This is an optimization exercise on Yosys and OpenROAD, whose aim is small area, a short achievable clock period and few clock cycles, not a production implementation.

## lane 1
==> flow/design.v <==
`default_nettype none
module multicycle_core #(
  parameter int DATA_W     = 32,
  parameter int IMEM_DEPTH = 16,
  parameter int DMEM_DEPTH = 16,
  parameter int MAX_INSTR  = 256
) (
  input  logic                          clk,
  input  logic                          rst,
  input  logic                          start,
  output logic                          busy,
  output logic                          done,
  output logic                          err,
  input  logic                          imem_we,
  input  logic [$clog2(IMEM_DEPTH)-1:0] imem_addr,
  input  logic [33:0]                   imem_wdata,
  output logic [$clog2(IMEM_DEPTH)-1:0] pc,
  input  logic [4:0]                    probe_reg_addr,
  output logic [DATA_W-1:0]             probe_reg_data,
  input  logic [$clog2(DMEM_DEPTH)-1:0] probe_dm_addr,
  output logic [DATA_W-1:0]             probe_dm_data
);
  localparam int c_IMEM_AW = $clog2(IMEM_DEPTH);
  localparam int c_DMEM_AW = $clog2(DMEM_DEPTH);
  localparam int c_CNT_W   = $clog2(MAX_INSTR + 1);
  logic                  r_busy;
  logic                  r_done;
  logic                  r_err;
  logic [c_IMEM_AW-1:0]  r_pc;      
  logic [c_CNT_W-1:0]    r_cnt;     
  logic [33:0]           r_ir;      
  logic                  r_go;      
  logic                  r_halt;    
  logic                  r_e_go;
  logic                  r_e_wen;       
  logic                  r_e_mem_write;
  logic                  r_e_load;      
  logic [2:0]            r_e_alu_ctl;
  logic [4:0]            r_e_dest;
  logic [DATA_W-1:0]     r_e_a;
  logic [DATA_W-1:0]     r_e_b;         
  logic [DATA_W-1:0]     r_e_st;        
  logic [33:0]           r_imem [IMEM_DEPTH];
  logic [DATA_W-1:0]     r_rf   [1:31];
  logic [31:1]           r_rf_v;
  logic [DATA_W-1:0]     r_dmem [DMEM_DEPTH];
  logic [DMEM_DEPTH-1:0] r_dm_v;
  logic [c_IMEM_AW-1:0]  w_fetch_addr;
  logic [33:0]           w_fetch;
  logic                  w_fetch_halt;
  always_ff @(posedge clk) begin
    if (imem_we && !r_busy) begin
      r_imem[imem_addr] <= imem_wdata;
    end
  end
  assign w_fetch_addr = r_busy ? r_pc : '0;
  logic [IMEM_DEPTH-1:0] w_sel_f;
  always_comb begin
    for (int j = 0; j < IMEM_DEPTH; j++) begin
      w_sel_f[j] = (w_fetch_addr == c_IMEM_AW'(j));
    end
  end
  for (genvar b = 0; b < 34; b++) begin : g_im_rd
    logic [IMEM_DEPTH-1:0] w_col;
    always_comb begin
      for (int j = 0; j < IMEM_DEPTH; j++) w_col[j] = r_imem[j][b];
    end
    ao_mux #(.N(IMEM_DEPTH)) u_rd (.d(w_col), .s(w_sel_f), .y(w_fetch[b]));
  end
  assign w_fetch_halt = (w_fetch == 34'd0);
  logic [4:0]            w_rs;
  logic [4:0]            w_rt;
  logic [4:0]            w_dest;
  logic [4:0]            w_ra_addr;
  logic [DATA_W-1:0]     w_ra;
  logic [DATA_W-1:0]     w_rb;
  logic [DATA_W-1:0]     w_wb_data;
  logic [DATA_W-1:0]     w_opa;
  logic [DATA_W-1:0]     w_opb;
  assign w_rs      = r_ir[25:21];
  assign w_rt      = r_ir[20:16];
  assign w_dest    = r_ir[31] ? r_ir[15:11] : r_ir[20:16];
  assign w_ra_addr = r_busy ? w_rs : probe_reg_addr;
  logic [31:1]           w_sel_a;
  logic [31:1]           w_sel_b;
  always_comb begin
    for (int i = 1; i < 32; i++) begin
      w_sel_a[i] = r_rf_v[i] && (w_ra_addr == 5'(i));
      w_sel_b[i] = r_rf_v[i] && (w_rt == 5'(i));
    end
  end
  for (genvar b = 0; b < DATA_W; b++) begin : g_rf_rd
    logic [31:1] w_col;
    always_comb begin
      for (int i = 1; i < 32; i++) w_col[i] = r_rf[i][b];
    end
    ao_mux #(.N(31)) u_ra (.d(w_col), .s(w_sel_a), .y(w_ra[b]));
    ao_mux #(.N(31)) u_rb (.d(w_col), .s(w_sel_b), .y(w_rb[b]));
  end
  assign w_opa = (r_e_go && r_e_wen && (r_e_dest == w_rs)) ? w_wb_data : w_ra;
  assign w_opb = (r_e_go && r_e_wen && (r_e_dest == w_rt)) ? w_wb_data : w_rb;
  logic [DATA_W-1:0]     w_sum;
  logic                  w_lt;
  logic [DATA_W-1:0]     w_alu_y;
  logic                  w_is_slt;
  assign w_sum    = r_e_a + (r_e_alu_ctl[2] ? ~r_e_b : r_e_b) + DATA_W'(r_e_alu_ctl[2]);
  assign w_lt     = (r_e_a[DATA_W-1] != r_e_b[DATA_W-1]) ? r_e_a[DATA_W-1] : w_sum[DATA_W-1];
  assign w_is_slt = (r_e_alu_ctl == 3'b111);
  always_comb begin
    case (r_e_alu_ctl)
      3'b000:  w_alu_y = r_e_a & r_e_b;
      3'b001:  w_alu_y = r_e_a | r_e_b;
      3'b010:  w_alu_y = w_sum;
      3'b110:  w_alu_y = w_sum;
      3'b111:  w_alu_y = {{(DATA_W-1){1'b0}}, w_lt};
      default: w_alu_y = '0;
    endcase
  end
  logic [c_DMEM_AW-1:0]  w_dm_addr_fast;
  logic [c_DMEM_AW-1:0]  w_dm_raddr;
  logic [DATA_W-1:0]     w_dm_rd;
  logic [DATA_W-1:0]     w_dm_word1;
  logic [DATA_W-1:0]     w_load;
  logic [c_DMEM_AW-1:0]  w_dm_idx;
  always_comb begin
    case (r_e_alu_ctl)
      3'b000:  w_dm_addr_fast = r_e_a[c_DMEM_AW-1:0] & r_e_b[c_DMEM_AW-1:0];
      3'b001:  w_dm_addr_fast = r_e_a[c_DMEM_AW-1:0] | r_e_b[c_DMEM_AW-1:0];
      3'b010:  w_dm_addr_fast = w_sum[c_DMEM_AW-1:0];
      3'b110:  w_dm_addr_fast = w_sum[c_DMEM_AW-1:0];
      default: w_dm_addr_fast = '0;
    endcase
  end
  assign w_dm_raddr = r_busy ? w_dm_addr_fast : probe_dm_addr;
  logic [DMEM_DEPTH-1:0] w_sel_d;
  always_comb begin
    for (int j = 0; j < DMEM_DEPTH; j++) begin
      w_sel_d[j] = r_dm_v[j] && (w_dm_raddr == c_DMEM_AW'(j));
    end
  end
  for (genvar b = 0; b < DATA_W; b++) begin : g_dm_rd
    logic [DMEM_DEPTH-1:0] w_col;
    always_comb begin
      for (int j = 0; j < DMEM_DEPTH; j++) w_col[j] = r_dmem[j][b];
    end
    ao_mux #(.N(DMEM_DEPTH)) u_rd (.d(w_col), .s(w_sel_d), .y(w_dm_rd[b]));
  end
  assign w_dm_word1 = r_dmem[1] & {DATA_W{r_dm_v[1]}};
  assign w_load     = (w_is_slt && w_lt) ? w_dm_word1 : w_dm_rd;
  assign w_dm_idx   = w_alu_y[c_DMEM_AW-1:0];
  assign w_wb_data  = r_e_load ? w_load : w_alu_y;
  always_ff @(posedge clk) begin
    for (int i = 1; i < 32; i++) begin
      if (r_e_go && r_e_wen && (r_e_dest == 5'(i))) begin
        r_rf[i] <= w_wb_data;
      end
    end
    for (int j = 0; j < DMEM_DEPTH; j++) begin
      if (r_e_go && r_e_mem_write && (w_dm_idx == c_DMEM_AW'(j))) begin
        r_dmem[j] <= r_e_st;
      end
    end
  end
  always_ff @(posedge clk or posedge rst) begin
    if (rst) begin
      r_rf_v <= '0;
      r_dm_v <= '0;
    end else begin
      for (int i = 1; i < 32; i++) begin
        if (r_e_go && r_e_wen && (r_e_dest == 5'(i))) begin
          r_rf_v[i] <= 1'b1;
        end
      end
      for (int j = 0; j < DMEM_DEPTH; j++) begin
        if (r_e_go && r_e_mem_write && (w_dm_idx == c_DMEM_AW'(j))) begin
          r_dm_v[j] <= 1'b1;
        end
      end
    end
  end
  always_ff @(posedge clk) begin
    r_e_a         <= w_opa;
    r_e_b         <= r_ir[30] ? DATA_W'($signed(r_ir[15:0])) : w_opb;
    r_e_st        <= w_opb;
    r_e_wen       <= r_ir[33] && (w_dest != 5'd0);
    r_e_mem_write <= r_ir[32];
    r_e_load      <= r_ir[26] && !r_ir[32];
    r_e_alu_ctl   <= r_ir[29:27];
    r_e_dest      <= w_dest;
  end
  logic w_issue;    
  logic w_load_ir;  
  assign w_issue   = r_busy && r_go;
  assign w_load_ir = w_issue || (!r_busy && start);
  always_ff @(posedge clk or posedge rst) begin
    if (rst) begin
      r_busy <= 1'b0;
      r_done <= 1'b0;
      r_err  <= 1'b0;
      r_pc   <= '0;
      r_e_go <= 1'b0;
    end else begin
      r_e_go <= w_issue;
      if (!r_busy) begin
        if (start) begin
          r_busy <= 1'b1;
          r_done <= 1'b0;
          r_err  <= 1'b0;
          r_pc   <= c_IMEM_AW'(1);
        end
      end else if (r_go) begin
        r_pc   <= r_pc + c_IMEM_AW'(1);
      end else begin
        r_busy <= 1'b0;
        r_done <= 1'b1;
        r_err  <= !r_halt;
      end
    end
  end
  always_ff @(posedge clk) begin
    if (w_load_ir) begin
      r_ir   <= w_fetch;
      r_halt <= w_fetch_halt;
    end
    if (!r_busy) begin
      r_cnt <= '0;
      r_go  <= !w_fetch_halt;
    end else if (r_go) begin
      r_cnt <= r_cnt + c_CNT_W'(1);
      r_go  <= !w_fetch_halt && (r_cnt != c_CNT_W'(MAX_INSTR - 1));
    end
  end
  assign busy           = r_busy;
  assign done           = r_done;
  assign err            = r_err;
  assign pc             = r_pc;
  assign probe_reg_data = w_ra;
  assign probe_dm_data  = w_dm_rd;
endmodule
module ao_mux #(
  parameter int N = 16
) (
  input  logic [N-1:0] d,
  input  logic [N-1:0] s,
  output logic         y
);
  assign y = |(d & s);
endmodule
`default_nettype wire
Settings: LEC_CHECK=0, ABC_CLOCK_PERIOD_IN_PS=5000, CAP_MARGIN=20, CELL_PAD_IN_SITES_GLOBAL_PLACEMENT=2, CORE_MARGIN=2, CORE_UTILIZATION=45, PLACE_DENSITY=0.6, SETUP_SLACK_MARGIN=5, SLEW_MARGIN=20, SYNTH_HIERARCHICAL=1, SYNTH_MINIMUM_KEEP_SIZE=0; clock period 12.0 ns.
run.sh (not shown) runs the stock make flow with config.mk's settings and CLKGATE_MAP_FILE= SYNTH_SCRIPT=/design/flow/synth_recipe.tcl, a recipe that flattens the netlist after the stock synthesis.
## Diff of input files: lane 2 against lane 1
# lane 1
export LEC_CHECK = 0
export ABC_CLOCK_PERIOD_IN_PS = 5000
export CAP_MARGIN = 20
export CELL_PAD_IN_SITES_GLOBAL_PLACEMENT = 2
export CORE_MARGIN = 2
export CORE_UTILIZATION = 45
export PLACE_DENSITY = 0.6
export SETUP_SLACK_MARGIN = 5
export SLEW_MARGIN = 20
export SYNTH_HIERARCHICAL = 1
export SYNTH_MINIMUM_KEEP_SIZE = 0
create_clock -name core_clock -period 12.0 [get_ports {clk}]
# lane 2
export LEC_CHECK = 0
export CAP_MARGIN = 20
export CELL_PAD_IN_SITES_GLOBAL_PLACEMENT = 2
export CORE_MARGIN = 2
export CORE_UTILIZATION = 25
export CTS_BUF_LIST = sky130_fd_sc_hd__clkbuf_8
export CTS_CLUSTER_DIAMETER = 60
export CTS_CLUSTER_SIZE = 24
export PLACE_DENSITY = 0.35
export SETUP_SLACK_MARGIN = 5
export SLEW_MARGIN = 20
export SYNTH_HIERARCHICAL = 1
export SYNTH_MINIMUM_KEEP_SIZE = 0
create_clock -name core_clock -period 12.0 [get_ports {clk}]
[summary]
Looking at via count normalized by instance count, lane 2 sits about 20% below lane 1.
Compared with lane 1, in lane 2 smallest setup slack after layout has decreased, count of cell instances traversed by the critical path +1.
Compared with lane 1, lane 2 shows a layout overhead on the synthesized area that is 3.0 points higher.
No functional check of the RTL was part of any run of this note.

## re-timing with driven ports
The flow's constraints put no driver on any port. The routed layouts listed below were extracted and timed again, unchanged, in two steps. Step 1 (the two cells are an assumption about what drives the block):
set clk [get_ports {clk}]
set_driving_cell -lib_cell sky130_fd_sc_hd__clkbuf_16 $clk
set_driving_cell -lib_cell sky130_fd_sc_hd__buf_2 [delete_from_list [all_inputs] $clk]
Step 2 adds t to the input delays and takes it off the output delays; t is the mean of the earliest and latest rising clock arrival at the registers after step 1. Input paths then give back, and output paths get back, about the clock's delay inside the block. Three values: no drivers, after step 1, after step 2; two values: the first two.
| run | t (ns) | slack for setup (ns) | worst register clock-pin slew, ns | cell pins on the clock port's net |
|---|---|---|---|---|
| lane 1 | 0.960 | 4.644 / 4.605 / 4.605 | 0.07 / 0.07 | 1 |
| lane 2 | 1.147 | 4.626 / 4.586 / 4.586 | 0.11 / 0.11 | 1 |
After both steps setup and hold are still met in every run listed. The setup slack of lane 2, which loses most, moves by -0.040 ns with the drivers and by -0.040 ns with both steps.
